Background: an optimization exercise with open tools, aiming at small area, a short achievable clock period and few clock cycles. Do not read the settings as production practice.
At most, simulation tests tie the RTL to the original design; equivalence was not proved.
Only the layout flow was run in runs 1 to 3 and 5; the RTL was not checked for function there.
Power figures rest on the tool's default switching activity, not on a simulated workload.

**flow/design.v**
```verilog
`timescale 1ns/1ps
`default_nettype none
package event_sched_pkg;
    localparam int ADDR_W     = 16;
    localparam int COORD_W    = 8;
    localparam int ROW_STRIDE = 256;
    parameter int HALF_WIN    = 2;
    parameter int QUEUE_DEPTH = 16;
    function automatic logic lt8(input logic [7:0] a, input logic [7:0] b);
        logic r;
        r = 1'b0;
        for (int i = 0; i < 8; i++) r = (~a[i] & b[i]) | (~a[i] & r) | (b[i] & r);
        lt8 = r;
    endfunction
    function automatic logic lt16(input logic [15:0] a, input logic [15:0] b);
        logic r;
        r = 1'b0;
        for (int i = 0; i < 16; i++) r = (~a[i] & b[i]) | (~a[i] & r) | (b[i] & r);
        lt16 = r;
    endfunction
endpackage
`default_nettype wire
`timescale 1ns/1ps
`default_nettype none
module todo_lane (
    input  logic       seg_vld,
    input  logic [7:0] seg_top,
    input  logic [7:0] seg_lo,
    input  logic [7:0] seg_hi,
    input  logic [8:0] row,
    input  logic [7:0] col,
    input  logic [7:0] col_inc,
    output logic       act,
    output logic       cont,
    output logic       cov1,
    output logic       later
);
    logic [9:0] d;      
    logic       ge0, le3, le4, eqm1;
    assign d    = {row[8], row} - {2'b00, seg_top};
    assign ge0  = !d[9];
    assign le4  = ge0 && (d[8:0] <= 9'd4);
    assign le3  = ge0 && (d[8:0] <= 9'd3);
    assign eqm1 = (d == 10'h3ff);
    assign act   = seg_vld && le4 && event_sched_pkg::lt8(col, seg_hi);
    assign cont  = act && !event_sched_pkg::lt8(col_inc, seg_lo);
    assign cov1  = seg_vld && (le3 || eqm1);
    assign later = seg_vld && d[9] && !eqm1;
endmodule
`default_nettype wire
`timescale 1ns/1ps
`default_nettype none
module window_picker #(
    parameter int N = 5
) (
    input  logic [N-1:0]   mask,
    input  logic [N*N-1:0] ord,
    output logic [N-1:0]   pick
);
    always_comb begin
        for (int i = 0; i < N; i++) begin
            pick[i] = mask[i];
            for (int j = 0; j < N; j++) begin
                if (j != i && mask[j] && !ord[i*N+j]) pick[i] = 1'b0;
            end
        end
    end
endmodule
`default_nettype wire
`timescale 1ns/1ps
`default_nettype none
module sched_ctrl (
    input  logic [7:0] ev_top,
    input  logic [7:0] ev_lo,
    input  logic       cur_vld,
    input  logic [7:0] cur_top,
    input  logic [7:0] cur_hc,
    output logic       fresh,
    output logic       merge
);
    assign fresh = !cur_vld || event_sched_pkg::lt16({cur_top, cur_hc}, {ev_top, ev_lo});
    assign merge = cur_vld && (ev_top == cur_top)
                   && !event_sched_pkg::lt8(cur_hc + 8'd5, ev_lo);
endmodule
`default_nettype wire
`timescale 1ns/1ps
`default_nettype none
module event_sched_top #(
    parameter int NS = 3
) (
    input  logic        clk,
    input  logic        rst_n,
    input  logic [15:0] event_addr,
    input  logic        event_valid,
    output logic        event_ready,
    output logic [15:0] window_addr,
    output logic        window_valid,
    input  logic        window_ready
);
    localparam int N = NS + 1;
    logic [N-1:0]  seg_vld;
    logic [7:0]    seg_top [N];
    logic [7:0]    seg_lo  [N];
    logic [7:0]    seg_hi  [N];
    logic [NS-1:0] lo_le [NS];
    logic [7:0]    ev_top;   
    logic [7:0]    ev_lo;
    logic          multi;    
    logic          rdy;      
    logic [15:0]   pos;      
    logic          wv;
    logic          first;    
    logic          fresh, merge;
    logic          room, consume, open_seg;
    logic [NS-1:0] alloc;
    assign event_ready  = rdy;
    assign window_valid = wv;
    assign window_addr  = pos;
    sched_ctrl sched_ctrl_inst (
        .ev_top(ev_top),
        .ev_lo(ev_lo),
        .cur_vld(seg_vld[NS]),
        .cur_top(seg_top[NS]),
        .cur_hc(seg_hi[NS]),
        .fresh(fresh),
        .merge(merge)
    );
    assign room     = !seg_vld[NS] || !(&seg_vld[NS-1:0]);
    assign consume  = !rdy && (!fresh || merge || room);
    assign open_seg = !rdy && fresh && !merge && room;
    always_comb begin
        alloc = '0;
        for (int s = NS - 1; s >= 0; s--) begin
            if (!seg_vld[s]) alloc = NS'(1) << s;
        end
        if (!(open_seg && seg_vld[NS])) alloc = '0;
    end
    logic [8:0]   R;         
    logic [7:0]   C, R1, C1;
    logic [N-1:0] act, cont, cov1, later;
    logic [N*N-1:0] lo_before;
    logic [N-1:0] pick_in, pick_c1;
    logic [7:0]   ht, hc;
    logic         lo_early;
    assign R  = {first, pos[15:8] | {8{first}}};
    assign C  = pos[7:0];
    assign R1 = R[7:0] + 8'd1;
    assign C1 = C + 8'd1;
    for (genvar s = 0; s < NS; s++) begin : g_seg
        todo_lane todo_lane_inst (
            .seg_vld(seg_vld[s]),
            .seg_top(seg_top[s]),
            .seg_lo(seg_lo[s]),
            .seg_hi(seg_hi[s]),
            .row(R),
            .col(C),
            .col_inc(C1),
            .act(act[s]),
            .cont(cont[s]),
            .cov1(cov1[s]),
            .later(later[s])
        );
    end
    assign ht = seg_top[NS];
    assign hc = seg_hi[NS];
    logic       r_eq, r1_eq, r_lt, r1_lt, c1_lt;
    logic [9:0] dr;    
    assign dr    = {R[8], R} - {2'b00, ht};
    assign r_eq  = (dr == 10'd0);
    assign r1_eq = (dr == 10'h3ff);
    assign r_lt  = dr[9];
    assign r1_lt = dr[9] && !r1_eq;
    assign c1_lt = event_sched_pkg::lt8(C1, hc);
    assign act[NS]   = seg_vld[NS] && r_eq && c1_lt;
    assign cont[NS]  = act[NS] && !event_sched_pkg::lt8(C1, seg_lo[NS]);
    assign cov1[NS]  = seg_vld[NS] && r1_eq;
    assign later[NS] = seg_vld[NS] && r1_lt;
    assign lo_early = multi;
    logic [NS-1:0] cur_first;
    always_comb begin
        for (int j = 0; j < NS; j++) begin
            cur_first[j] = !event_sched_pkg::lt8(seg_lo[j], seg_lo[NS]);
        end
    end
    always_comb begin
        for (int i = 0; i < N; i++) begin
            for (int j = 0; j < N; j++) begin
                if (i == NS)      lo_before[i*N+j] = (j == NS) ? 1'b0 : cur_first[j];
                else if (j == NS) lo_before[i*N+j] = !cur_first[i];
                else if (i < j)   lo_before[i*N+j] = lo_le[i][j];
                else              lo_before[i*N+j] = !lo_le[j][i];
            end
        end
    end
    window_picker #(.N(N)) pick_in_inst (.mask(act),   .ord(lo_before),  .pick(pick_in));
    window_picker #(.N(N)) pick_c1_inst (.mask(cov1),  .ord(lo_before),  .pick(pick_c1));
    logic        any_act, any_cont, any_c1, any_l;
    logic [N-1:0] pick_r;   
    logic [7:0]  lo_r;
    logic        early_in, early_c1;
    logic        due;
    logic [15:0] nxt;
    logic        free;     
    logic        skip;     
    assign any_act  = |act;
    assign any_cont = |cont;
    assign any_c1   = |cov1;
    assign any_l    = |later;
    assign pick_r = any_act ? pick_in : pick_c1;
    always_comb begin
        lo_r = '0;
        for (int s = 0; s < N; s++) begin
            lo_r = lo_r | ({8{pick_r[s]}} & seg_lo[s]);
        end
    end
    assign early_in = act[NS] && (!pick_in[NS] || lo_early);
    assign early_c1 = !pick_c1[NS] || lo_early;
    always_comb begin
        if (any_act) begin
            nxt = {R[7:0], any_cont ? C1 : lo_r};
            due = r_lt || (r_eq && (any_cont ? c1_lt : early_in));
        end else if (any_c1) begin
            nxt = {R1, lo_r};
            due = r1_lt || (r1_eq && early_c1);
        end else begin
            nxt = {R1, 8'hff};
            due = 1'b0;
        end
    end
    assign free = !wv || window_ready;
    assign skip = !any_act && !any_c1 && any_l;
    always_ff @(posedge clk) begin
        if (rdy && event_valid) begin
            ev_top <= event_addr[15:8] - 8'd2;
            ev_lo  <= event_addr[7:0] - 8'd2;
        end
        for (int s = 0; s < NS; s++) begin
            if (alloc[s]) begin
                seg_top[s] <= seg_top[NS];
                seg_lo[s]  <= seg_lo[NS];
                seg_hi[s]  <= seg_hi[NS] + 8'd4;
                for (int j = 0; j < NS; j++) begin
                    if (j < s) lo_le[j][s] <= !cur_first[j];
                    if (j > s) lo_le[s][j] <= cur_first[j];
                end
            end
        end
        if (open_seg) begin
            seg_top[NS] <= ev_top;
            seg_lo[NS]  <= ev_lo;
            multi       <= 1'b0;
        end else if (consume && fresh) begin
            multi       <= 1'b1;
        end
        if (consume && fresh) begin
            seg_hi[NS] <= ev_lo;
        end
        if (free && (due || skip)) begin
            pos <= nxt;
        end
    end
    always_ff @(posedge clk or negedge rst_n) begin
        if (!rst_n) begin
            seg_vld <= '0;
            rdy     <= 1'b1;
            wv      <= 1'b0;
            first   <= 1'b1;
        end else begin
            seg_vld[NS-1:0] <= (seg_vld[NS-1:0] & (act[NS-1:0] | cov1[NS-1:0] | later[NS-1:0]))
                               | alloc;
            if (open_seg) seg_vld[NS] <= 1'b1;
            rdy <= rdy ? !event_valid : consume;
            if (free) begin
                wv <= due;
                if (due || skip) first <= 1'b0;
            end
        end
    end
endmodule
`default_nettype wire
```
**flow/standard.sh**
```bash
#!/bin/bash
# synth_recipe.tcl (not shown) runs the flow's synth.tcl, then flattens the netlist and writes it again
# the make line also repeats each setting of config.mk as NAME=value (left out here)
make -C /OpenROAD-flow-scripts/flow DESIGN_CONFIG=/design/flow/config.mk WORK_HOME=/design/flow/orfs CLKGATE_MAP_FILE= SYNTH_SCRIPT=/design/flow/synth_recipe.tcl "${@:-finish}"
```
**flow/constraint.sdc**
```tcl
create_clock -name core_clock -period 14.5 [get_ports {clk}]
set_input_delay 2.9000 -clock core_clock [delete_from_list [all_inputs] [get_ports {clk}]]
set_output_delay 2.9000 -clock core_clock [all_outputs]
set_load 0.01 [all_outputs]
```
**flow/config.mk**
```make
export PLATFORM = sky130hd
export DESIGN_NAME = event_sched_top
export DESIGN_NICKNAME = event_sched_top
export VERILOG_FILES = /design/flow/design.v
export SDC_FILE = /design/flow/constraint.sdc
export NUM_CORES = 8
export LEC_CHECK = 0
export ABC_AREA = 1
export CAP_MARGIN = 20
export CORE_MARGIN = 2
export CORE_UTILIZATION = 40
export CTS_BUF_LIST = sky130_fd_sc_hd__clkbuf_8
export PLACE_DENSITY = 0.85
export SETUP_SLACK_MARGIN = 0.5
export SLEW_MARGIN = 20
```
**flow/flow/run.sh**
```bash
#!/bin/bash
# The standard layout, with faster port buffers than the default choice, a
# clock tree without dummy loads, and timing repair aiming well past the
# clock period's needs.
set -euo pipefail
export BUFFER_PORTS_ARGS="-buffer_cell sky130_fd_sc_hd__buf_1"
export CTS_ARGS="-sink_clustering_enable -repair_clock_nets -buf_list sky130_fd_sc_hd__clkbuf_8 -dont_use_dummy_load"
bash standard.sh SETUP_SLACK_MARGIN=10.4 finish > standard_flow.log 2>&1
```
==> results.yml, run 1 <==
setup_path:
  reg2reg_setup_slack_ns: 10.46
  crit_family: "flip-flops"
  worst_setup_path_start_kind: "flip-flop"
  path_cells: "buf_1"
  cpPeakStageDelay_ns: 0.51
  critPathMaxFanout: 5
  cpMaxStageDelayCell: "edfxtp_1"
  rr_startpoint: "first$_DFFE_PN1P_"
  crit_path_end_kind: "output pin"
  cp.required_ns: 11.60
  path_class: "reg2out"
  crit_arrival_ns: 1.16
  cp-startpoint: "pos[7]$_DFFE_PP_"
  crit_buf_inv: 1
global_routing:
  grt_use_total_pct: 19.5
  antenna_found_initial: 0
  grt_pass1_vias: 7798
  grt_max_degree: 25
  grt_pass1_wl_mm: 37.6
  grt-ovfl-total: 0
routing:
  drt_wl_total_mm: 24.2
  vias_per_cell: 5.33
  wire_per_inst_um: 16.2
  postRouteAntennaNets: 0
  drc: 0
  dr_total_vias: 7971
  first_pass_iters: 5
  drtIter0Drc: 748
timing:
  final-hold-violation-count: 0
  worstMarginPinSlew_ns: 0.939
  final.setup.tns_ns: 0
  period_share_pct: 28.0
  maxSlewViolCount: 0
  rsz0062_at_grt: "true"
  holdWs_ns: 0.487
  skew_ns: 0.0309
  finalCriticalPeriod_ns: 4.06
  finalSetupViolCount: 0
  slew_headroom_pct: 36.6
  fmax_mhz: 246
clock_tree:
  clock_sinks: 139
  holdBufCountCts: 0
  path_clk_slew_ns: 0.08
  insertion_delay_ns: 0.47
  clock_path_buffers: 2
  htree_num_levels: 4
  cts-root-buf: "clkbuf_8"
  numCtsBuffers: 17
  cts_tree: "built"
die:
  core_mm2: 0.0233
  die-height_um: 157
  rows: 56
  io_pins: 38
  die-area_mm2: 0.0248
  initial_core_util_pct: 40.5
  die_w_um: 157
power:
  ir_drop_uv: 86.8
  powerDensity_mw_per_mm2: 154
  p_leak_uw: 0.00471
placement:
  finalWeightedCongestion: 0.930
  port_buffers: 37
  dp_cells: 1446
  dp_hpwl_mm: 17.8
synth:
  synth_nets: 1166
  ys_seq_area_share_pct: 43.9
  avgSynthCellArea_um2: 8.60
  synth.most_common_cell: "nand2_1"
  syn_inst: 1095
  synth_area_mm2: 0.00941
  ys_ff_latch: 139
  synthFlopType: "edfxtp_1"
  yosysWarnings: 12
  synth.distinct_cells: 65
  synth_top_area_share_pct: 41.8
  synth.largest_area_cell: "edfxtp_1"
  synth_edf_count: 131
  ys_top_cells_by_count: "255 x nand2_1, 173 x inv_1, 131 x edfxtp_1"
  netlist_top_cells_area: "edfxtp_1 42%, nand2_1 10%, inv_1 6.9%"
  synthArstFlopShare_pct: 5.04
min_path:
  hp-start: "ev_top[4]$_DFFE_PP_"
  holdCritPathClass: "reg2reg"
layout:
  area.growth.synth_to_final_pct: 14.1
  drive_gt1_share_pct: 16.3
  antennaDiodeCount: 0
  finalNonFillerCells: 1496
  fin_nets: 1250
status:
  outcome: "complete, no violations"
job:
  maxCapViolations: 0
==> what timing repair did <==
action	4_1_cts	5_1_grt
resized for setup	5	56
cloned	0	2
setup endpoints to repair	50	67
setup buffers	4	26
pin swaps	1	33
==> report_power, final <==
group | internal, uW | total, uW | switching [uW]
logic | 337 | 886 | 550
clock network | 103 | 229 | 127
registers | 504 | 540 | 36.0
total | 944 | 1660 | 712
==> state kept, by name (all words and copies together), names as in the netlist <==
signal,flops
rdy,1
ev_top,8
wv,1
seg_lo,32
seg_top,32
pos,16
first,1
seg_hi,32
ev_lo,8
lo_le,3
seg_vld,4
multi,1
==> path summary, 6_finish.rpt <==
check | to | cells past startpoint
min in group asynchronous | wv$_DFFE_PN0P_ | 1
min | seg_top[3][4]$_DFFE_PP_ | 0
max reg2reg | pos[13]$_DFFE_PP_ | 23
min reg2reg | seg_top[3][4]$_DFFE_PP_ | 0
max in group asynchronous | first$_DFFE_PN1P_ | 1
max | window_addr[7] | 1
==> metrics by stage <==
step / util, % / power (uW) / area, um2 / setup WS [ns]
final: 46.2 / 1660 / 10700 / 10.44
after global routing: 46.2 / 1760 / 10700 / 10.28
after global placement: 42.7 / 1260 / 9930 / 9.73
after detailed placement: 42.7 / 1280 / 9930 / 9.74
after floorplan: - / 1100 / 9420 / 10.54
after CTS: 44.0 / 1520 / 10200 / 10.41
==> cells in the final DEF, fill, tap and decap left out, types with 4 or more instances in the layout <==
cell / n
ha_4: 6
nand3_1: 34
o21ai_0: 27
xor2_1: 29
edfxtp_1: 131
nor3_1: 14
nor2_2: 10
nand2_4: 9
a21oi_1: 49
nand2_1: 250
nand4_1: 21
dfrtp_1: 5
nor2_4: 8
nor2_1: 58
xnor2_1: 14
inv_1: 166
o22ai_1: 38
clkinv_1: 4
o21ai_1: 15
nand2_2: 16
or2_2: 11
inv_2: 22
o21ai_4: 4
buf_1: 36
clkbuf_8: 17
buf_4: 27
a21oi_2: 11
nand3_2: 6
o21bai_1: 8
o221ai_1: 8
ha_1: 39
nand3b_1: 9
==> layer usage <==
layer,global-route usage (%),part of all wire (%)
met5,0,0
met4,8.18,2.8
met3,4.35,7.0
met2,33.2,50
met1,23.8,40
==> cell type report <==
type	count	area, um2
fill	2168	12500
timing repair buffer	69	447
tap	319	399
sequential	139	4130
inverter	198	759
multi-input combinational	753	4760
timing repair inverter	1	7.51
clock buffer	17	234
==> cell families after synthesis <==
family                     share of synthesized area [%]
DFF                                                 43.9
buffers and inverters                               8.23
xor gates and xnor gates                            4.45
and+or+nand+nor                                     23.4
AOI/OAI and AO/OA                                   12.5
adders and majority gates                           7.54
==> inputs of run 2 (changes only) <==
--- a/flow/design.v
+++ b/flow/design.v
@@ -140,5 +140,4 @@
     logic [N-1:0] act, cont, cov1, later;
     logic [N*N-1:0] lo_before;
-    logic [N-1:0] pick_in, pick_c1;
     logic [7:0]   ht, hc;
     logic         lo_early;
@@ -193,6 +192,4 @@
         end
     end
-    window_picker #(.N(N)) pick_in_inst (.mask(act),   .ord(lo_before),  .pick(pick_in));
-    window_picker #(.N(N)) pick_c1_inst (.mask(cov1),  .ord(lo_before),  .pick(pick_c1));
     logic        any_act, any_cont, any_c1, any_l;
     logic [N-1:0] pick_r;   
@@ -207,5 +204,5 @@
     assign any_c1   = |cov1;
     assign any_l    = |later;
-    assign pick_r = any_act ? pick_in : pick_c1;
+    window_picker #(.N(N)) pick_r_inst (.mask(any_act ? act : cov1), .ord(lo_before), .pick(pick_r));
     always_comb begin
         lo_r = '0;
@@ -214,6 +211,6 @@
         end
     end
-    assign early_in = act[NS] && (!pick_in[NS] || lo_early);
-    assign early_c1 = !pick_c1[NS] || lo_early;
+    assign early_in = act[NS] && (!pick_r[NS] || lo_early);
+    assign early_c1 = !pick_r[NS] || lo_early;
     always_comb begin
         if (any_act) begin
==> run 2 against run 1 <==
Effect of this change:
- sequential share of layout area increased by 0.50 points
- sequential power about the same
- global-route usage fell by 0.38 points
- sequential cell count did not move
- wire length fell by 2.7%
- final cell count up 0.20%
- worst setup slack better by 0.021 ns
- clock power is essentially flat
- hold slack got worse by 0.0050 ns
- critical path depth unchanged
- count of clock-buffer cells in the layout is the same
- largest cell class unchanged
- highest routed layer unchanged
==> results.yml, run 2 <==
status:
  outcome: "complete, no violations"
power:
  comb_power_share_pct: 53.6
  internal-power_uw: 933
  p_leak_uw: 0.00472
  powerDensity_mw_per_mm2: 157
  p_switching_uw: 729
  ir_drop_uv: 66.1
  clockPowerShare_pct: 13.9
  swShare_pct: 43.9
  p_seq_share_pct: 32.5
synth:
  synth.most_common_cell: "nand2_1"
  synthFlopType: "edfxtp_1"
  synth_edf_count: 131
  synth_nets: 1208
  ys_seq_area_share_pct: 44.5
  synth.largest_area_cell: "edfxtp_1"
  yosysWarnings: 12
  synth_top_area_share_pct: 42.4
  synth_area_mm2: 0.00928
  netlist_top_cells_area: "edfxtp_1 42%, nand2_1 11%, inv_1 8.4%"
  synth.distinct_cells: 45
  ys_ff_latch: 139
  synthArstFlopShare_pct: 5.04
  ys_top_cells_by_count: "278 x nand2_1, 207 x inv_1, 131 x edfxtp_1"
  syn_inst: 1137
  avgSynthCellArea_um2: 8.16
placement:
  pre_cts_ws_ns: 9.70
  dp_hpwl_mm: 17.4
  finalWeightedCongestion: 0.925
  port_buffers: 37
die:
  io_pins: 38
  die-height_um: 156
  core_mm2: 0.0227
  rows: 55
  die-area_mm2: 0.0244
  die_w_um: 156
  initial_core_util_pct: 40.8
setup_path:
  crit_family: "flip-flops"
  cp.required_ns: 11.60
  crit_arrival_ns: 1.14
  critPathMaxFanout: 4
  crit_buf_inv: 1
  path_class: "reg2out"
  worst_setup_path_start_kind: "flip-flop"
  path_cells: "buf_6"
  cpMaxStageDelayCell: "dfstp_2"
  crit_path_end_kind: "output pin"
  cpPeakStageDelay_ns: 0.57
routing:
  drt_wl_total_mm: 23.5
  first_pass_iters: 6
  drc: 0
  postRouteAntennaNets: 0
  wire_per_inst_um: 15.7
  drtIter0Drc: 699
  dr_total_vias: 8081
  vias_per_cell: 5.39
global_routing:
  grt_use_total_pct: 19.1
  antenna_found_initial: 0
  grt-ovfl-total: 0
  grt_pass1_vias: 7469
  grt_max_degree: 25
  grt_pass1_wl_mm: 36.4
timing:
  finalCriticalPeriod_ns: 4.04
  maxSlewViolCount: 0
  final.setup.tns_ns: 0
  slew_headroom_pct: 57.7
  setup_ws_ns: 10.46
  worstMarginPinSlew_ns: 0.634
  rsz0062_at_grt: "false"
  final-hold-violation-count: 0
  finalSetupViolCount: 0
  period_share_pct: 27.8
  skew_ns: 0.0290
  fmax_mhz: 248
layout:
  layout_commonest_cell: "nand2_1"
  drive_gt1_share_pct: 12.2
  largestRegisters: "seg_hi (32), seg_lo (32), seg_top (32)"
  area.growth.synth_to_final_pct: 14.4
  fin_util_pct: 46.7
  fin_nets: 1287
  final_cell_mix: "268 x nand2_1, 198 x inv_1, 131 x edfxtp_1, 74 x nor2_1, 67 x nand3_1"
  antennaDiodeCount: 0
clock_tree:
  clock_path_buffers: 2
  cts-root-buf: "clkbuf_8"
  htree_num_levels: 4
  path_clk_slew_ns: 0.08
  clock_sinks: 139
  cts_tree: "built"
  insertion_delay_ns: 0.47
  numCtsBuffers: 17
  holdBufCountCts: 0
job:
  maxCapViolations: 0
min_path:
  holdCritPathClass: "reg2reg"
## run 2: kinds of logic after synthesis
| family | share of synthesized area, % |
|---|---|
| AOI/OAI and AO/OA | 11.6 |
| xor gates and xnor gates | 4.44 |
| adders and majority gates | 7.53 |
| buffers and inverters | 8.84 |
| DFF | 44.5 |
| and+or+nand+nor | 23.1 |
## run 2: path summary, 6_finish.rpt
kind	from	end	slack [ns]	cells past startpoint
setup / recovery	rdy$_DFF_PN1_	event_ready	10.46	1
setup reg to reg	first$_DFFE_PN1P_	pos[10]$_DFFE_PP_	10.53	25
hold reg to reg	ev_lo[0]$_DFFE_PP_	seg_lo[3][0]$_DFFE_PN_	0.48	0
hold / removal	ev_lo[0]$_DFFE_PP_	seg_lo[3][0]$_DFFE_PN_	0.48	0
min in group asynchronous	rst_n	seg_vld[3]$_DFFE_PN0N_	2.42	1
max in group asynchronous	rst_n	first$_DFFE_PN1P_	11.70	1
## run 2: final cells by class
type | instances | area, um2
tap | 285 | 357
inverter | 214 | 808
timing repair buffer | 64 | 437
sequential | 139 | 4140
fill | 2102 | 12100
multi-input combinational | 780 | 4640
clock buffer | 17 | 234
## run 2: stage by stage
stage	hold slack [ns]	cells	power, uW	area, um2
global route	0.498	1499	1780	10600
finish	0.482	1499	1660	10600
global placement	0.464	1456	1270	9770
detailed placement	0.468	1456	1290	9770
floorplan	0.445	1137	1110	9290
CTS	0.486	1479	1530	10100
## run 2: power by group through the flow
stage          Clock [uW]  Combinational [uW]  Sequential (uW)
6_report              232                 890              540
5_1_grt               251                 983              544
4_1_cts               236                 762              537
3_5_place_dp            0                 745              546
3_3_place_gp            0                 722              545
2_1_floorplan           0                 565              541
## run 2: layer usage
metal  global-route usage [%]  routed length [um]  vias up
li1                         -                   -     3951
met2                     31.6               11100      315
met3                     3.60                1760       64
met5                        0                   0        -
met1                     24.9               10000     3751
met4                     7.34                 579        0
## run 2: timing repair
action | CTS | global route
gates resized for setup | 11 | 86
pin swaps | 1 | 24
setup buffers | 6 | 17
endpoints found under the setup margin | 30 | 29
==> inputs of run 3 (changes only) <==
--- a/flow/design.v
+++ b/flow/design.v
@@ -140,4 +140,5 @@
     logic [N-1:0] act, cont, cov1, later;
     logic [N*N-1:0] lo_before;
+    logic [N-1:0] pick_in, pick_c1;
     logic [7:0]   ht, hc;
     logic         lo_early;
@@ -164,10 +165,8 @@
     assign hc = seg_hi[NS];
     logic       r_eq, r1_eq, r_lt, r1_lt, c1_lt;
-    logic [9:0] dr;    
-    assign dr    = {R[8], R} - {2'b00, ht};
-    assign r_eq  = (dr == 10'd0);
-    assign r1_eq = (dr == 10'h3ff);
-    assign r_lt  = dr[9];
-    assign r1_lt = dr[9] && !r1_eq;
+    assign r_eq  = !first && (R[7:0] == ht);
+    assign r1_eq = (R1 == ht);
+    assign r_lt  = !r_eq;
+    assign r1_lt = !r_eq && !r1_eq;
     assign c1_lt = event_sched_pkg::lt8(C1, hc);
     assign act[NS]   = seg_vld[NS] && r_eq && c1_lt;
@@ -192,7 +191,8 @@
         end
     end
+    window_picker #(.N(N)) pick_in_inst (.mask(act),   .ord(lo_before),  .pick(pick_in));
+    window_picker #(.N(N)) pick_c1_inst (.mask(cov1),  .ord(lo_before),  .pick(pick_c1));
     logic        any_act, any_cont, any_c1, any_l;
-    logic [N-1:0] pick_r;   
-    logic [7:0]  lo_r;
+    logic [7:0]  lo_in, lo_c1;
     logic        early_in, early_c1;
     logic        due;
@@ -204,19 +204,19 @@
     assign any_c1   = |cov1;
     assign any_l    = |later;
-    window_picker #(.N(N)) pick_r_inst (.mask(any_act ? act : cov1), .ord(lo_before), .pick(pick_r));
-    always_comb begin
-        lo_r = '0;
+    always_comb begin
+        lo_in = '0; lo_c1 = '0;
         for (int s = 0; s < N; s++) begin
-            lo_r = lo_r | ({8{pick_r[s]}} & seg_lo[s]);
-        end
-    end
-    assign early_in = act[NS] && (!pick_r[NS] || lo_early);
-    assign early_c1 = !pick_r[NS] || lo_early;
+            lo_in    = lo_in    | ({8{pick_in[s]}} & seg_lo[s]);
+            lo_c1    = lo_c1    | ({8{pick_c1[s]}} & seg_lo[s]);
+        end
+    end
+    assign early_in = act[NS] && (!pick_in[NS] || lo_early);
+    assign early_c1 = !pick_c1[NS] || lo_early;
     always_comb begin
         if (any_act) begin
-            nxt = {R[7:0], any_cont ? C1 : lo_r};
+            nxt = {R[7:0], any_cont ? C1 : lo_in};
             due = r_lt || (r_eq && (any_cont ? c1_lt : early_in));
         end else if (any_c1) begin
-            nxt = {R1, lo_r};
+            nxt = {R1, lo_c1};
             due = r1_lt || (r1_eq && early_c1);
         end else begin
==> run 3 against run 2 <==
Effect of this change:
- power shrank 3.5%
- die area grew 0.76%
- global-route usage grew 1.6 points
- via count grew 2.3%
- final cell count grew 0.13%
- sequential cell count is the same
- critical path depth is the same
- worst setup slack lost 0.0051 ns
- first-iteration DRC count grew 34%
- clock power is essentially flat
- design area grew 0.26%
- core utilization is essentially flat
==> results.yml, run 3 <==
die:
  core_mm2: 0.0228
  die_w_um: 157
  die-area_mm2: 0.0246
  rows: 55
  die-height_um: 157
  io_pins: 38
  initial_core_util_pct: 41.0
routing:
  drc: 0
  dr_total_vias: 8265
  wire_per_inst_um: 16.8
  drt_wl_total_mm: 25.2
  vias_per_cell: 5.51
  postRouteAntennaNets: 0
  drtIter0Drc: 936
  first_pass_iters: 6
clock_tree:
  holdBufCountCts: 0
  clock_sinks: 139
  htree_num_levels: 4
  cts_tree: "built"
  insertion_delay_ns: 0.47
  clock_path_buffers: 2
  cts-root-buf: "clkbuf_8"
  numCtsBuffers: 17
  path_clk_slew_ns: 0.07
setup_path:
  crit_path_end_kind: "output pin"
  reg2reg_depth: 15
  cpMaxStageDelayCell: "dfstp_2"
  crit_buf_inv: 1
  r2r-end: "pos[1]$_DFFE_PP_"
  crit_arrival_ns: 1.14
  critPathMaxFanout: 4
  cp.required_ns: 11.60
  rr_startpoint: "first$_DFFE_PN1P_"
  cpPeakStageDelay_ns: 0.57
  crit_family: "flip-flops"
  reg2reg_setup_slack_ns: 10.55
  path_cells: "buf_6"
  worst_setup_path_start_kind: "flip-flop"
  path_class: "reg2out"
global_routing:
  grt_pass1_vias: 7894
  grt_use_total_pct: 20.7
  antenna_found_initial: 1
  grt_max_degree: 25
  grt_pass1_wl_mm: 39.3
  grt-ovfl-total: 0
timing:
  slew_headroom_pct: 23.0
  finalCriticalPeriod_ns: 4.04
  finalSetupViolCount: 0
  setup_ws_ns: 10.46
  maxSlewViolCount: 0
  skew_ns: 0.0203
  worstMarginPinSlew_ns: 1.14
  period_share_pct: 27.9
  rsz0062_at_grt: "false"
  final-hold-violation-count: 0
  final.setup.tns_ns: 0
  fmax_mhz: 247
status:
  outcome: "complete, no violations"
synth:
  ys_seq_area_share_pct: 44.2
  synth_top_area_share_pct: 42.1
  synth_nets: 1171
  synth_area_mm2: 0.00935
  netlist_top_cells_area: "edfxtp_1 42%, nand2_1 11%, inv_1 7.0%"
  synth.largest_area_cell: "edfxtp_1"
  synth.most_common_cell: "nand2_1"
  synthFlopType: "edfxtp_1"
  synthArstFlopShare_pct: 5.04
  yosysWarnings: 12
  ys_top_cells_by_count: "268 x nand2_1, 175 x inv_1, 131 x edfxtp_1"
  synth_edf_count: 131
  synth.distinct_cells: 65
  ys_ff_latch: 139
  syn_inst: 1109
  avgSynthCellArea_um2: 8.43
placement:
  port_buffers: 37
  dp_hpwl_mm: 18.7
  pre_cts_ws_ns: 9.52
  finalWeightedCongestion: 0.960
power:
  p_leak_uw: 0.00455
  ir_drop_uv: 89.4
  powerDensity_mw_per_mm2: 151
layout:
  fin_util_pct: 46.7
  final_cell_mix: "261 x nand2_1, 167 x inv_1, 131 x edfxtp_1, 66 x nor2_1"
  largestRegisters: "seg_hi (32), seg_lo (32), seg_top (32)"
  antennaDiodeCount: 0
  drive_gt1_share_pct: 14.1
  layout_commonest_cell: "nand2_1"
  area.growth.synth_to_final_pct: 13.8
  fin_nets: 1252
job:
  maxCapViolations: 0
min_path:
  hp-start: "ev_top[5]$_DFFE_PP_"
  hold_end: "seg_top[3][5]$_DFFE_PP_"
  hold_depth: 0
  holdCritPathClass: "reg2reg"
[run 3: final cells by class]
class,instances,area (um2)
Fill cell,2101,12100
Multi-Input combinational cell,770,4690
Sequential cell,139,4140
Inverter,194,749
Timing Repair Buffer,67,432
Tap cell,313,392
Clock buffer,17,234
Timing Repair inverter,1,8.76
[run 3: what timing repair did]
item	CTS	global route
resized for setup	7	57
buffers inserted	8	18
gates cloned	0	2
setup endpoints to repair	21	25
pin swaps	3	17
endpoints found under the hold margin	0	0
[run 3: kinds of logic (layout without fill, tap and decap cells)]
kind of cell    Yosys count  after routing  share of synthesized area [%]
simple gates            472            472                           23.0
buf+inv                 200            279                           8.23
compound gates          198            198                           13.1
flops                   139            139                           44.2
xor+xnor                 54             54                           5.22
fa+ha+maj                46             46                           6.29
[run 3: through the flow]
step	cells	area (um2)	hold WS, ns	total power (uW)
finish	1501	10600	0.481	1600
CTS	1479	10200	0.482	1500
global route	1501	10600	0.497	1720
floorplan	1109	9350	0.445	1080
global placement	1454	9850	0.460	1250
detailed placement	1454	9850	0.468	1270
[run 3: worst max path at each step]
| stage | from | cells past startpoint | endpoint | slack (ns) |
|---|---|---|---|---|
| after floorplan | first$_DFFE_PN1P_ | 18 | pos[0]$_DFFE_PP_ | 10.44 |
| after global placement | first$_DFFE_PN1P_ | 16 | pos[0]$_DFFE_PP_ | 9.63 |
| after detailed placement | first$_DFFE_PN1P_ | 16 | pos[2]$_DFFE_PP_ | 9.52 |
| after CTS | first$_DFFE_PN1P_ | 15 | pos[1]$_DFFE_PP_ | 10.41 |
| after global routing | first$_DFFE_PN1P_ | 19 | pos[7]$_DFFE_PP_ | 10.35 |
| final | rdy$_DFF_PN1_ | 1 | event_ready | 10.46 |
[run 3: where the power goes]
group          total [uW]  switching [uW]  internal, uW
Sequential            548            48.2           500
Combinational         825             521           304
Clock                 231             128           103
[run 3: per-layer routing]
| metal | GRT usage, % | wire length, um | vias up |
|---|---|---|---|
| met5 | 0 | 7 | - |
| met4 | 6.82 | 711 | 2 |
| met3 | 4.79 | 1980 | 68 |
| met2 | 35.2 | 12200 | 395 |
| met1 | 26.0 | 10300 | 3885 |
| li1 | - | - | 3915 |
==> inputs of run 4 (changes only) <==
--- a/flow/design.v
+++ b/flow/design.v
@@ -37,13 +37,12 @@
 );
     logic [9:0] d;      
-    logic       ge0, le3, le4, eqm1;
+    logic       ge0, eq4, eqm1;
     assign d    = {row[8], row} - {2'b00, seg_top};
     assign ge0  = !d[9];
-    assign le4  = ge0 && (d[8:0] <= 9'd4);
-    assign le3  = ge0 && (d[8:0] <= 9'd3);
+    assign eq4  = d[2];
     assign eqm1 = (d == 10'h3ff);
-    assign act   = seg_vld && le4 && event_sched_pkg::lt8(col, seg_hi);
+    assign act   = seg_vld && ge0 && event_sched_pkg::lt8(col, seg_hi);
     assign cont  = act && !event_sched_pkg::lt8(col_inc, seg_lo);
-    assign cov1  = seg_vld && (le3 || eqm1);
+    assign cov1  = seg_vld && ((ge0 && !eq4) || eqm1);
     assign later = seg_vld && d[9] && !eqm1;
 endmodule
==> run 4 against run 3 <==
Effect of this change:
- still clean on timing, DRC and antenna
- design area decreased by 8.6%
- synthesized cell count is 8.6% lower
- register-to-register slack gained 0.05 ns
- area after synthesis decreased by 5.9%
- die area down 5.8%
- combinational power is 0.8% lower
- via count fell by 11%
- clock skew rose by 0.010 ns
- wire length fell by 13%
- sequential share of layout area rose by 3.7 points
- highest routed layer is now met4
==> results.yml, run 4 <==
status:
  outcome: "complete, no violations"
die:
  die_w_um: 152
  io_pins: 38
  die-height_um: 152
  die-area_mm2: 0.0232
  rows: 54
  initial_core_util_pct: 40.5
  core_mm2: 0.0217
global_routing:
  antenna_found_initial: 0
  top_usage_layer: "met2"
  met2_usage_pct: 31.0
  grt_use_total_pct: 18.8
  grt-ovfl-total: 0
  gr-usage-met1_pct: 24.8
  grt_max_degree: 25
  grt_pass1_vias: 6973
  gr-usage-met3_pct: 3.61
  grt_pass1_wl_mm: 35.0
synth:
  synth.distinct_cells: 58
  synth_area_mm2: 0.00879
  synth-xor-area-share_pct: 3.97
  ys_ff_latch: 139
  yosysWarnings: 12
  synthFlopType: "edfxtp_1"
  synth_edf_count: 131
  netlist_top_cells_area: "edfxtp_1 45%, nand2_1 11%, inv_1 6.5%"
  synth.largest_area_cell: "edfxtp_1"
  synthArstFlopShare_pct: 5.04
  synth_mux_area_share_pct: 0
  synth-compound-area-share_pct: 12.6
  synth_nets: 1076
  ys_seq_area_share_pct: 47.0
  ys_top_cells_by_count: "253 x nand2_1, 152 x inv_1, 131 x edfxtp_1"
  avgSynthCellArea_um2: 8.67
  synth_top_family_by_area: "simple AND/OR/NAND/NOR gates"
  synth_top_area_share_pct: 44.7
  synth.most_common_cell: "nand2_1"
  syn_inst: 1014
  synth_fa_ha_area_share_pct: 6.57
  synth_simple_gate_area_share_pct: 22.2
setup_path:
  crit_path_end_kind: "output pin"
  crit_family: "flip-flops"
  cp-startpoint: "pos[3]$_DFFE_PP_"
  crit_buf_inv: 1
  crit_arrival_ns: 1.16
  cpPeakStageDelay_ns: 0.54
  cpMaxStageDelayCell: "edfxtp_1"
  path_cells: "buf_1"
  critPathMaxFanout: 5
  cp.required_ns: 11.60
  path_class: "reg2out"
  worst_setup_path_start_kind: "flip-flop"
  rr_startpoint: "first$_DFFE_PN1P_"
layout:
  layout_commonest_cell: "nand2_1"
  design_area_mm2: 0.00972
  largestRegisters: "seg_hi (32), seg_lo (32), seg_top (32)"
  antennaDiodeCount: 0
  final_cell_mix: "251 x nand2_1, 148 x inv_1, 131 x edfxtp_1, 73 x nor2_1, 51 x o22ai_1"
  area.growth.synth_to_final_pct: 10.6
  drive_gt1_share_pct: 10.5
  fin_nets: 1145
min_path:
  hp-start: "ev_top[5]$_DFFE_PP_"
  holdCritPathClass: "reg2reg"
power:
  comb_power_share_pct: 50.0
  p_leak_uw: 0.00417
  powerDensity_mw_per_mm2: 168
  clockPowerShare_pct: 14.1
  swShare_pct: 43.8
  internal-power_uw: 919
  ir_drop_uv: 75.2
  p_switching_uw: 717
  p_seq_share_pct: 36.0
timing:
  finalCriticalPeriod_ns: 4.06
  maxSlewViolCount: 0
  final.setup.tns_ns: 0
  fmax_mhz: 246
  final-hold-violation-count: 0
  period_share_pct: 28.0
  skew_ns: 0.0307
  slew_headroom_pct: 56.4
  worstMarginPinSlew_ns: 0.647
  rsz0062_at_grt: "true"
  finalSetupViolCount: 0
clock_tree:
  clock_sinks: 139
  cts-root-buf: "clkbuf_8"
  numCtsBuffers: 17
  clock_path_buffers: 2
  holdBufCountCts: 0
  htree_num_levels: 4
  cts_tree: "built"
  insertion_delay_ns: 0.45
  path_clk_slew_ns: 0.07
routing:
  postRouteAntennaNets: 0
  wire_per_inst_um: 16.2
  drt_wl_total_mm: 22.0
  vias_per_cell: 5.43
  drc: 0
  dr_total_vias: 7395
  drtIter0Drc: 821
  first_pass_iters: 6
placement:
  finalWeightedCongestion: 0.967
  postPlaceCellArea_mm2: 0.00927
  port_buffers: 37
  dp_hpwl_mm: 16.8
job:
  maxCapViolations: 0
-- run 4: changes by cell type after synthesis, moves of 4 or more --
cell,before,now
inv_1,175,152
nand2_1,268,253
xor2_1,41,28
o21ai_0,46,38
o22ai_1,43,51
nor3_1,14,7
nor2_4,7,1
nand2_2,10,5
o21ai_1,18,13
or2_2,14,9
a21oi_1,39,35
nand3_1,40,36
nor2_2,6,10
-- run 4: repair_timing --
action / in CTS / in global routing
pin swaps: 2 / 6
gates cloned: 0 / 1
setup endpoints to repair: 41 / 75
resized for setup: 4 / 15
setup buffers: 4 / 13
-- run 4: cell type report --
cell class | count | area [um2]
Sequential cell | 139 | 4140
Tap cell | 280 | 350
Inverter | 169 | 646
Clock buffer | 17 | 234
Multi-Input combinational cell | 700 | 4040
Fill cell | 2019 | 12000
Timing Repair inverter | 1 | 7.51
Timing Repair Buffer | 55 | 310
-- run 4: cells by family after synthesis --
kind of cell	after synthesis
AND/OR/NAND/NOR	438
AO/OA/AOI/OAI	178
buffers and inverters	175
flip-flops	139
adder cells (fa/ha/maj)	45
XOR/XNOR	39
-- run 4: metal layers --
metal | up-vias | wire, um
met2 | 367 | 10400
li1 | 3571 | -
met1 | 3406 | 9260
met3 | 51 | 1850
met5 | - | 0
met4 | 0 | 512
-- run 4: worst paths after layout --
kind | depth (start not counted) | slack (ns) | end
setup / recovery | 1 | 10.44 | window_addr[3]
hold / removal | 0 | 0.48 | seg_top[3][5]$_DFFE_PP_
setup reg to reg | 19 | 10.60 | pos[7]$_DFFE_PP_
hold reg to reg | 0 | 0.48 | seg_top[3][5]$_DFFE_PP_
max in group asynchronous | 1 | 11.68 | wv$_DFFE_PN0P_
min in group asynchronous | 1 | 2.42 | seg_vld[3]$_DFFE_PN0P_
-- run 4: through the flow --
step	power [uW]	util, %	std cells	setup WS (ns)	hold slack (ns)
2_1_floorplan	1130	-	1014	10.78	0.434
3_3_place_gp	1320	42.6	1325	10.0	0.457
3_5_place_dp	1340	42.8	1326	9.85	0.465
4_1_cts	1590	44.1	1347	10.42	0.481
5_1_grt	1750	44.8	1361	10.36	0.489
6_report	1640	44.8	1361	10.44	0.483
-- run 4: power by group through the flow --
stage,logic [uW],registers (uW),clock network (uW)
after floorplan,552,577,0
after global placement,727,595,0
after detailed placement,747,594,0
after CTS,772,587,235
after global routing,909,593,249
final,818,588,230
Testbench counts of run 4, summed over its fixed seeds: cycles 16,698.
==> inputs of run 5 (changes only) <==
--- a/flow/design.v
+++ b/flow/design.v
@@ -168,5 +168,5 @@
     assign r_lt  = !r_eq;
     assign r1_lt = !r_eq && !r1_eq;
-    assign c1_lt = event_sched_pkg::lt8(C1, hc);
+    assign c1_lt = (C1 != hc);    
     assign act[NS]   = seg_vld[NS] && r_eq && c1_lt;
     assign cont[NS]  = act[NS] && !event_sched_pkg::lt8(C1, seg_lo[NS]);
==> flow/flow/run.sh (replaced) <==
#!/bin/bash
# The standard layout (the standard.sh, standard synthesis included), with
# three changes in how it is made:
#  - the ports get plain buffers (buf_1, upsized by repair where timing needs
#    it) in place of the default delay-cell buffers;
#  - the clock tree uses clkbuf_8 and no dummy loads;
#  - timing repair aims for 10.4 ns of setup slack at the design's clock
#    period, so the layout reaches a shorter period than the clock asks for.
# Each tool's full output goes to standard_flow.log in this folder (and ORFS's
# own per-step logs under orfs/logs/).
set -euo pipefail
export BUFFER_PORTS_ARGS="-buffer_cell sky130_fd_sc_hd__buf_1"
export CTS_ARGS="-sink_clustering_enable -repair_clock_nets -buf_list sky130_fd_sc_hd__clkbuf_8 -dont_use_dummy_load"
bash standard.sh SETUP_SLACK_MARGIN=10.4 finish > standard_flow.log 2>&1
==> run 5 against run 4 <==
Effect of this change:
- wire length grew 7.4%
- critical path depth is the same
- hold slack lost 0.0072 ns
- worst setup slack gained 0.022 ns
- final cell count grew 2.2%
- area after synthesis grew 0.75%
- global-route usage grew 1.4 points
- design area grew 0.42%
- core utilization grew 0.051 points
- clock power is essentially flat
- clock skew grew 0.0033 ns
- maximum frequency grew 0.55%
==> results.yml, run 5 <==
layout:
  finalNonFillerCells: 1391
  area.growth.synth_to_final_pct: 10.2
  antennaDiodeCount: 0
  fin_util_pct: 44.9
  layout_commonest_cell: "nand2_1"
  fin_nets: 1175
  largestRegisters: "seg_hi (32), seg_lo (32), seg_top (32)"
  drive_gt1_share_pct: 7.56
  final_cell_mix: "225 x nand2_1, 183 x inv_1, 131 x edfxtp_1, 81 x nor2_1, 73 x o21ai_0"
routing:
  drt_wl_total_mm: 23.6
  wire_per_inst_um: 17.0
  postRouteAntennaNets: 0
  dr_total_vias: 7595
  first_pass_iters: 5
  drc: 0
  vias_per_cell: 5.46
  drtIter0Drc: 831
timing:
  final.setup.tns_ns: 0
  fmax_mhz: 248
  slew_headroom_pct: 56.4
  worstMarginPinSlew_ns: 0.646
  maxSlewViolCount: 0
  skew_ns: 0.0340
  period_share_pct: 27.8
  finalCriticalPeriod_ns: 4.04
  rsz0062_at_grt: "false"
  finalSetupViolCount: 0
  setup_ws_ns: 10.46
  final-hold-violation-count: 0
setup_path:
  path_cells: "buf_1"
  critPathMaxFanout: 6
  reg2reg_setup_slack_ns: 10.59
  path_class: "reg2out"
  rr_startpoint: "first$_DFFE_PN1P_"
  cp.required_ns: 11.60
  crit_family: "flip-flops"
  r2r-end: "pos[1]$_DFFE_PP_"
  crit_arrival_ns: 1.14
  crit_buf_inv: 1
  cpPeakStageDelay_ns: 0.50
  worst_setup_path_start_kind: "flip-flop"
  crit_path_end_kind: "output pin"
  cpMaxStageDelayCell: "edfxtp_1"
  reg2reg_depth: 18
synth:
  ys_top_cells_by_count: "226 x nand2_1, 189 x inv_1, 131 x edfxtp_1"
  synth_edf_count: 131
  synth.distinct_cells: 50
  synthArstFlopShare_pct: 5.04
  syn_inst: 1046
  synth_area_mm2: 0.00886
  synth-xor-area-share_pct: 4.05
  synth-compound-area-share_pct: 13.3
  synth.largest_area_cell: "edfxtp_1"
  avgSynthCellArea_um2: 8.47
  synth.most_common_cell: "nand2_1"
  synth_simple_gate_area_share_pct: 20.9
  ys_ff_latch: 139
  synthFlopType: "edfxtp_1"
  synth_top_family_by_area: "simple AND/OR/NAND/NOR gates"
  synth_fa_ha_area_share_pct: 6.30
  yosysWarnings: 12
  synth_nets: 1108
  synth_top_area_share_pct: 44.4
  netlist_top_cells_area: "edfxtp_1 44%, nand2_1 9.6%, inv_1 8.0%"
  synth_mux_area_share_pct: 0
  ys_seq_area_share_pct: 46.6
global_routing:
  grt-ovfl-total: 0
  antenna_found_initial: 0
  grt_max_degree: 25
  grt_use_total_pct: 20.2
  grt_pass1_wl_mm: 37.4
  grt_pass1_vias: 7282
power:
  ir_drop_uv: 75.4
  p_leak_uw: 0.00422
  total_power_uw: 1630
  powerDensity_mw_per_mm2: 167
min_path:
  hold_depth: 0
  holdCritPathClass: "reg2reg"
  hp-start: "ev_top[1]$_DFFE_PP_"
  hold_end: "seg_top[3][1]$_DFFE_PP_"
die:
  die-area_mm2: 0.0234
  rows: 54
  initial_core_util_pct: 40.7
  io_pins: 38
  die-height_um: 153
  die_w_um: 153
  core_mm2: 0.0218
clock_tree:
  htree_num_levels: 4
  cts-root-buf: "clkbuf_8"
  numCtsBuffers: 17
  path_clk_slew_ns: 0.08
  insertion_delay_ns: 0.45
  cts_tree: "built"
  clock_sinks: 139
  clock_path_buffers: 2
  holdBufCountCts: 0
placement:
  dp_hpwl_mm: 17.9
  port_buffers: 37
  dp_cells: 1360
  pre_cts_ws_ns: 9.54
  finalWeightedCongestion: 0.972
status:
  outcome: "complete, no violations"
job:
  maxCapViolations: 0
-- run 5: area by class of cell --
type                    count  area (um2)
clock buffers              17         234
fillers                  2071       12000
inverters                 193         736
multi-input cells         708        4010
flip-flops and latches    139        4140
well taps                 280         350
repair buffers             54         297
-- run 5: metrics by stage --
step	area [um2]	hold slack, ns
global placement	9310	0.457
floorplan	8860	0.434
CTS	9620	0.473
detailed placement	9310	0.467
global route	9760	0.482
finish	9760	0.476
-- run 5: worst register-to-register path: stages, from the launching register on --
cell and delay, ns:
dfstp_4 0.70, nor2_4 0.09, ha_1 0.23, fa_1 0.43, xor2_1 0.21, a211oi_1 0.20, o2111ai_1 0.13, a21oi_1 0.13
o2111ai_1 0.22, nand2_1 0.13, nand2_1 0.17, nand4_1 0.16, inv_1 0.10, nor2_4 0.16, nand3_1 0.14, nand3_2 0.10
nand2_1 0.09, clkinvlp_4 0.10, buf_12 0.15
-- run 5: repair_timing --
action	in CTS	in global routing
pin swaps	2	3
buffers inserted	4	9
gates resized for setup	8	14
endpoints found under the setup margin	28	36
-- run 5: kinds of logic (layout without fill, tap and decap cells) --
kind of cell / Yosys count / count (layout)
fa+ha+maj: 43 / 43
buf+inv: 199 / 264
flops: 139 / 139
xor+xnor: 41 / 41
compound gates: 198 / 198
simple gates: 426 / 426
-- run 5: per-layer routing --
layer	track usage (%)	wire [um]	vias up
met2	32.1	10900	374
met1	26.5	9780	3495
met5	0	0	-
li1	-	-	3664
met3	3.83	2050	62
met4	10.1	895	0
-- run 5: power by group --
group | internal (uW) | total, uW | switching [uW]
logic | 276 | 815 | 539
registers | 526 | 583 | 56.3
clock network | 103 | 232 | 129
-- run 5: how the worst max path moves through the flow --
stage	to	cells after the start	start
6_report	window_addr[3]	1	pos[3]$_DFFE_PP_
5_1_grt	window_addr[3]	1	pos[3]$_DFFE_PP_
4_1_cts	window_addr[7]	1	pos[7]$_DFFE_PP_
3_5_place_dp	pos[2]$_DFFE_PP_	19	first$_DFFE_PN1P_
3_3_place_gp	pos[2]$_DFFE_PP_	19	first$_DFFE_PN1P_
2_1_floorplan	seg_hi[1][0]$_DFFE_PP_	13	seg_hi[3][0]$_DFFE_PP_
==> inputs of run 6 (changes only) <==
--- a/flow/design.v
+++ b/flow/design.v
@@ -168,5 +168,5 @@
     assign r_lt  = !r_eq;
     assign r1_lt = !r_eq && !r1_eq;
-    assign c1_lt = (C1 != hc);    
+    assign c1_lt = event_sched_pkg::lt8(C1, hc);
     assign act[NS]   = seg_vld[NS] && r_eq && c1_lt;
     assign cont[NS]  = act[NS] && !event_sched_pkg::lt8(C1, seg_lo[NS]);
==> run 6 against run 5 <==
Effect of this change:
- critical path depth unchanged
- area after synthesis down 0.75%
- worst setup slack worse by 0.022 ns
- register-to-register slack about the same
- die area down 0.72%
- count of clock-buffer cells in the layout unchanged
- global-route usage down 1.4 points
- largest power group unchanged
- maximum frequency down 0.55%
- sequential share of layout area up 0.18 points
- still clean on timing, DRC and antenna
- critical endpoint unchanged
- wire length down 6.9%
==> results.yml, run 6 <==
setup_path:
  cpMaxStageDelayCell: "edfxtp_1"
  rr_startpoint: "first$_DFFE_PN1P_"
  crit_buf_inv: 1
  crit_family: "flip-flops"
  reg2reg_setup_slack_ns: 10.60
  path_class: "reg2out"
  reg2reg_depth: 19
  crit_path_end_kind: "output pin"
  crit_arrival_ns: 1.16
  critPathMaxFanout: 5
  r2r-end: "pos[7]$_DFFE_PP_"
  cpPeakStageDelay_ns: 0.54
  endpoint: "window_addr[3]"
  worst_setup_path_start_kind: "flip-flop"
  cp.required_ns: 11.60
  path_cells: "buf_1"
  cp-startpoint: "pos[3]$_DFFE_PP_"
  worst-path-stages: 1
synth:
  synth_simple_gate_area_share_pct: 22.2
  yosysWarnings: 12
  netlist_top_cells_area: "edfxtp_1 45%, nand2_1 11%, inv_1 6.5%"
  synth.largest_area_cell: "edfxtp_1"
  synthArstFlopShare_pct: 5.04
  synth_top_area_share_pct: 44.7
  synth_nets: 1076
  synth-compound-area-share_pct: 12.6
  synth_top_family_by_area: "simple AND/OR/NAND/NOR gates"
  synth.distinct_cells: 58
  synth_edf_count: 131
  ys_seq_area_share_pct: 47.0
  synthFlopType: "edfxtp_1"
  avgSynthCellArea_um2: 8.67
  synth_fa_ha_area_share_pct: 6.57
  ys_top_cells_by_count: "253 x nand2_1, 152 x inv_1, 131 x edfxtp_1"
  synth-xor-area-share_pct: 3.97
  syn_inst: 1014
  synth_area_mm2: 0.00879
  synth_mux_area_share_pct: 0
  ys_ff_latch: 139
  synth.most_common_cell: "nand2_1"
job:
  maxCapViolations: 0
die:
  die_w_um: 152
  die-area_mm2: 0.0232
  core_mm2: 0.0217
  die-height_um: 152
  initial_core_util_pct: 40.5
  rows: 54
  io_pins: 38
routing:
  first_pass_iters: 6
  drtIter0Drc: 821
  dr_total_vias: 7395
  drc: 0
  drt_wl_total_mm: 22.0
  vias_per_cell: 5.43
  postRouteAntennaNets: 0
  wire_per_inst_um: 16.2
global_routing:
  grt_use_total_pct: 18.8
  grt_pass1_vias: 6973
  antenna_found_initial: 0
  grt_pass1_wl_mm: 35.0
  grt-ovfl-total: 0
  grt_max_degree: 25
clock_tree:
  numCtsBuffers: 17
  cts-root-buf: "clkbuf_8"
  insertion_delay_ns: 0.45
  clock_path_buffers: 2
  clock_sinks: 139
  htree_num_levels: 4
  cts_tree: "built"
  path_clk_slew_ns: 0.07
timing:
  period_share_pct: 28.0
  maxSlewViolCount: 0
  final-hold-violation-count: 0
  slew_headroom_pct: 56.4
  fmax_mhz: 246
  worstMarginPinSlew_ns: 0.647
  final.setup.tns_ns: 0
  finalSetupViolCount: 0
  skew_ns: 0.0307
  finalCriticalPeriod_ns: 4.06
  rsz0062_at_grt: "true"
placement:
  dp_cells: 1326
  port_buffers: 37
  dp_hpwl_mm: 16.8
  finalWeightedCongestion: 0.967
power:
  ir_drop_uv: 75.2
  comb_power_share_pct: 50.0
  swShare_pct: 43.8
  clockPowerShare_pct: 14.1
  p_leak_uw: 0.00417
  powerDensity_mw_per_mm2: 168
  internal-power_uw: 919
  p_seq_share_pct: 36.0
  p_switching_uw: 717
layout:
  nFillCells: 2019
  final_cell_mix: "251 x nand2_1, 148 x inv_1, 131 x edfxtp_1, 73 x nor2_1, 51 x o22ai_1"
  largestRegisters: "seg_hi (32), seg_lo (32), seg_top (32)"
  drive_gt1_share_pct: 10.5
  fin_nets: 1145
  layout_commonest_cell: "nand2_1"
  area.growth.synth_to_final_pct: 10.6
  antennaDiodeCount: 0
  finalNonFillerCells: 1361
status:
  outcome: "complete, no violations"
min_path:
  holdCritPathClass: "reg2reg"
==> run 6: worst min-delay path by stage <==
stage,from,to,cells past startpoint
after floorplan,seg_vld[2]$_DFF_PN0_,rdy$_DFF_PN1_,1
after global placement,ev_top[4]$_DFFE_PP_,seg_top[3][4]$_DFFE_PP_,0
after detailed placement,ev_top[5]$_DFFE_PP_,seg_top[3][5]$_DFFE_PP_,0
after CTS,ev_top[5]$_DFFE_PP_,seg_top[3][5]$_DFFE_PP_,0
after global routing,ev_top[5]$_DFFE_PP_,seg_top[3][5]$_DFFE_PP_,0
final,ev_top[5]$_DFFE_PP_,seg_top[3][5]$_DFFE_PP_,0
==> run 6: power by group through the flow <==
stage	combinational (uW)	sequential, uW	clock [uW]
2_1_floorplan	552	577	0
3_3_place_gp	727	595	0
3_5_place_dp	747	594	0
4_1_cts	772	587	235
5_1_grt	909	593	249
6_report	818	588	230
==> run 6: stage by stage <==
| stage | hold slack, ns | worst slack (ns) | instance area [um2] | utilization [%] | power, uW |
|---|---|---|---|---|---|
| finish | 0.483 | 10.44 | 9720 | 44.8 | 1640 |
| global route | 0.489 | 10.36 | 9720 | 44.8 | 1750 |
| CTS | 0.481 | 10.42 | 9560 | 44.1 | 1590 |
| detailed placement | 0.465 | 9.85 | 9270 | 42.8 | 1340 |
| global placement | 0.457 | 10.0 | 9250 | 42.6 | 1320 |
| floorplan | 0.434 | 10.78 | 8790 | - | 1130 |
==> run 6: area by class of cell <==
cell class                      count  area (um2)  area share [%]
Sequential cell                   139        4140            42.5
Multi-Input combinational cell    700        4040            41.5
Inverter                          169         646            6.64
Tap cell                          280         350            3.60
Timing Repair Buffer               55         310            3.19
Clock buffer                       17         234            2.41
Timing Repair inverter              1        7.51          0.0772
==> run 6: cells by family (layout without fill, tap and decap cells) <==
kind of cell	Yosys count	count (layout)
XOR/XNOR	39	39
AND/OR/NAND/NOR	438	438
buffers and inverters	175	242
AO/OA/AOI/OAI	178	178
flip-flops	139	139
adder cells (fa/ha/maj)	45	45
==> run 6: layer usage <==
layer,share of wire (%),track usage (%),up-vias
met5,0,0,-
met4,2.3,6.68,0
met3,8.4,3.61,51
met2,47,31.0,367
met1,42,24.8,3406
li1,-,-,3571
==> run 6: repair_timing <==
action | 4_1_cts | 5_1_grt
pin swaps | 2 | 6
gates resized for setup | 4 | 15
gates cloned | 0 | 1
hold buffers | 0 | 0
setup endpoints to repair | 41 | 75
setup buffers | 4 | 13
Testbench counts of run 6, summed over its fixed seeds: cycles 16,698.
==> inputs of run 7 (changes only) <==
--- a/flow/flow/run.sh
+++ b/flow/flow/run.sh
@@ -12,3 +12,3 @@
 export BUFFER_PORTS_ARGS="-buffer_cell sky130_fd_sc_hd__buf_1"
 export CTS_ARGS="-sink_clustering_enable -repair_clock_nets -buf_list sky130_fd_sc_hd__clkbuf_8 -dont_use_dummy_load"
-bash standard.sh SETUP_SLACK_MARGIN=10.4 finish > standard_flow.log 2>&1
+bash standard.sh SETUP_SLACK_MARGIN=10.5 finish > standard_flow.log 2>&1
==> run 7 against run 6 <==
Effect of this change:
- still clean on timing, DRC and antenna
- combinational power rose by 4.8%
- design area rose by 1.4%
- non-clock buffer count is 14 higher
- count of clock-buffer cells in the layout unchanged
- via count is 1.6% higher
- power increased by 1.8%
- die area did not move
- largest power group unchanged
==> results.yml, run 7 <==
synth:
  avgSynthCellArea_um2: 8.67
  synth_area_mm2: 0.00879
  yosysWarnings: 12
  ys_seq_area_share_pct: 47.0
  synth.distinct_cells: 58
  synthFlopType: "edfxtp_1"
  ys_ff_latch: 139
  netlist_top_cells_area: "edfxtp_1 45%, nand2_1 11%, inv_1 6.5%"
  synth.most_common_cell: "nand2_1"
  synth_edf_count: 131
  synth_top_area_share_pct: 44.7
  syn_inst: 1014
  synthArstFlopShare_pct: 5.04
  synth_nets: 1076
  synth.largest_area_cell: "edfxtp_1"
  ys_top_cells_by_count: "253 x nand2_1, 152 x inv_1, 131 x edfxtp_1"
placement:
  port_buffers: 37
  finalWeightedCongestion: 0.967
  pre_cts_ws_ns: 9.85
  dp_hpwl_mm: 16.8
  postPlaceCellArea_mm2: 0.00927
global_routing:
  grt-ovfl-total: 0
  grt_pass1_wl_mm: 35.2
  grt_pass1_vias: 7076
  antenna_found_initial: 0
  grt_use_total_pct: 18.8
  grt_max_degree: 25
min_path:
  holdCritPathClass: "reg2reg"
  hp-start: "ev_top[5]$_DFFE_PP_"
layout:
  largestRegisters: "seg_hi (32), seg_lo (32), seg_top (32)"
  layout_commonest_cell: "nand2_1"
  area.growth.synth_to_final_pct: 12.2
  final_cell_mix: "250 x nand2_1, 147 x inv_1, 131 x edfxtp_1, 70 x nor2_1, 51 x o22ai_1"
  design_area_mm2: 0.00986
  seq_area_mm2: 0.00414
  nFillCells: 1989
  antennaDiodeCount: 0
  drive_gt1_share_pct: 12.4
  fin_nets: 1159
  multiInputGateArea_mm2: 0.00407
power:
  ir_drop_uv: 74.9
  p_leak_uw: 0.00424
  powerDensity_mw_per_mm2: 169
timing:
  worstMarginPinSlew_ns: 0.684
  period_share_pct: 27.6
  maxSlewViolCount: 0
  rsz0062_at_grt: "true"
  holdWs_ns: 0.482
  finalSetupViolCount: 0
  skew_ns: 0.0294
  fmax_mhz: 250
  final-hold-violation-count: 0
  finalCriticalPeriod_ns: 4.00
  slew_headroom_pct: 53.9
  setup_ws_ns: 10.50
  final.setup.tns_ns: 0
setup_path:
  crit_buf_inv: 1
  cp-startpoint: "rdy$_DFF_PN1_"
  path_class: "reg2out"
  cpPeakStageDelay_ns: 0.56
  cpMaxStageDelayCell: "dfstp_2"
  worst_setup_path_start_kind: "flip-flop"
  critPathMaxFanout: 2
  crit_family: "flip-flops"
  crit_arrival_ns: 1.10
  crit_path_end_kind: "output pin"
  rr_startpoint: "first$_DFFE_PN1P_"
  cp.required_ns: 11.60
  path_cells: "buf_6"
die:
  die-area_mm2: 0.0232
  die_w_um: 152
  io_pins: 38
  initial_core_util_pct: 40.5
  die-height_um: 152
  rows: 54
  core_mm2: 0.0217
routing:
  drc: 0
  drtIter0Drc: 820
  vias_per_cell: 5.46
  first_pass_iters: 5
  drt_wl_total_mm: 22.2
  dr_total_vias: 7514
  postRouteAntennaNets: 0
  wire_per_inst_um: 16.2
clock_tree:
  cts-root-buf: "clkbuf_8"
  insertion_delay_ns: 0.45
  cts_tree: "built"
  clock_path_buffers: 2
  clock_sinks: 139
  path_clk_slew_ns: 0.07
  htree_num_levels: 4
  numCtsBuffers: 17
  holdBufCountCts: 0
status:
  outcome: "complete, no violations"
job:
  maxCapViolations: 0
==> run 7: per-stage QoR <==
stage	total power, uW	std cells	util, %
after detailed placement	1340	1326	42.8
final	1670	1375	45.5
after floorplan	1130	1014	-
after global routing	1780	1375	45.5
after global placement	1320	1325	42.6
after CTS	1610	1358	44.5
==> run 7: worst paths after layout <==
kind,end,slack [ns],cells past startpoint
max,event_ready,10.50,1
min,seg_top[3][5]$_DFFE_PP_,0.48,0
max reg2reg,pos[4]$_DFFE_PP_,10.64,18
min reg2reg,seg_top[3][5]$_DFFE_PP_,0.48,0
max in group asynchronous,wv$_DFFE_PN0P_,11.66,1
min in group asynchronous,seg_vld[3]$_DFFE_PN0P_,2.44,1
==> run 7: kinds of logic (layout without fill, tap and decap cells) <==
kind of cell / after synthesis / count (layout) / share of synthesized area, %
AO/OA/AOI/OAI: 178 / 178 / 12.6
XOR/XNOR: 39 / 39 / 3.97
adder cells (fa/ha/maj): 45 / 45 / 6.57
buffers and inverters: 175 / 256 / 7.64
flip-flops: 139 / 139 / 47.0
AND/OR/NAND/NOR: 438 / 438 / 22.2
==> run 7: layout make-up <==
cell class	instances	area share, %
clock buffers	17	2.37
repair buffers	69	4.29
flip-flops and latches	139	41.9
well taps	280	3.55
inverters	169	6.55
repair inverters	1	0.0761
multi-input cells	700	41.2
==> run 7: repair_timing <==
action                     4_1_cts  5_1_grt
buffers inserted                15       16
hold endpoints to repair         0        0
setup endpoints to repair       59       80
gates resized for setup          6       24
pin swaps                        2       11
gates cloned                     0        1
==> run 7: power breakdown <==
part           internal, uW  switching [uW]  leakage (uW)
sequential              526            54.7       0.00130
clock                   103             126      0.000122
combinational           310             546       0.00282
==> run 7: per-layer routing <==
layer	up-vias	share of wire (%)	global-route usage [%]
li1	3603	-	-
met1	3479	41	25.0
met2	383	48	31.1
met3	49	8.6	3.24
met4	0	2.5	7.08
met5	-	0	0

-- static timing again, ports no longer ideal --
The results above use ideal ports. As a check the final layouts listed here were re-extracted and re-timed, cells and wires unchanged.
Step 1, drivers: a clkbuf_16 drives clk and a buf_2 each remaining input, both assumed.
Step 2 moves the port delays by t, midway between the first and last clock arrival at a register: inputs arrive t later, outputs are due t later. That takes back most of the time a late clock gives input paths.
Slacks: ideal / step 1 / step 2; pairs: ideal / step 1.
| run | shift t [ns] | setup WS [ns] | worst hold slack (ns) | slew at the worst register clock pin (ns) | worst data-port slew with drivers (ns) |
|---|---|---|---|---|---|
| run 1 | 0.496 | 10.441 / 10.400 / 10.463 | 0.487 / 0.487 / 0.487 | 0.08 / 0.08 | 0.03 |
| run 2 | 0.498 | 10.462 / 10.417 / 10.530 | 0.482 / 0.482 / 0.482 | 0.08 / 0.08 | 0.03 |
| run 3 | 0.506 | 10.457 / 10.415 / 10.549 | 0.481 / 0.481 / 0.481 | 0.08 / 0.08 | 0.03 |
| run 4 | 0.469 | 10.440 / 10.406 / 10.601 | 0.483 / 0.483 / 0.483 | 0.08 / 0.08 | 0.04 |
| run 5 | 0.478 | 10.462 / 10.421 / 10.587 | 0.476 / 0.476 / 0.476 | 0.09 / 0.09 | 0.03 |
| run 6 | 0.469 | 10.440 / 10.406 / 10.601 | 0.483 / 0.483 / 0.483 | 0.08 / 0.08 | 0.04 |
| run 7 | 0.466 | 10.503 / 10.469 / 10.601 | 0.482 / 0.482 / 0.482 | 0.08 / 0.08 | 0.04 |
After both steps setup and hold are still met in every run listed.
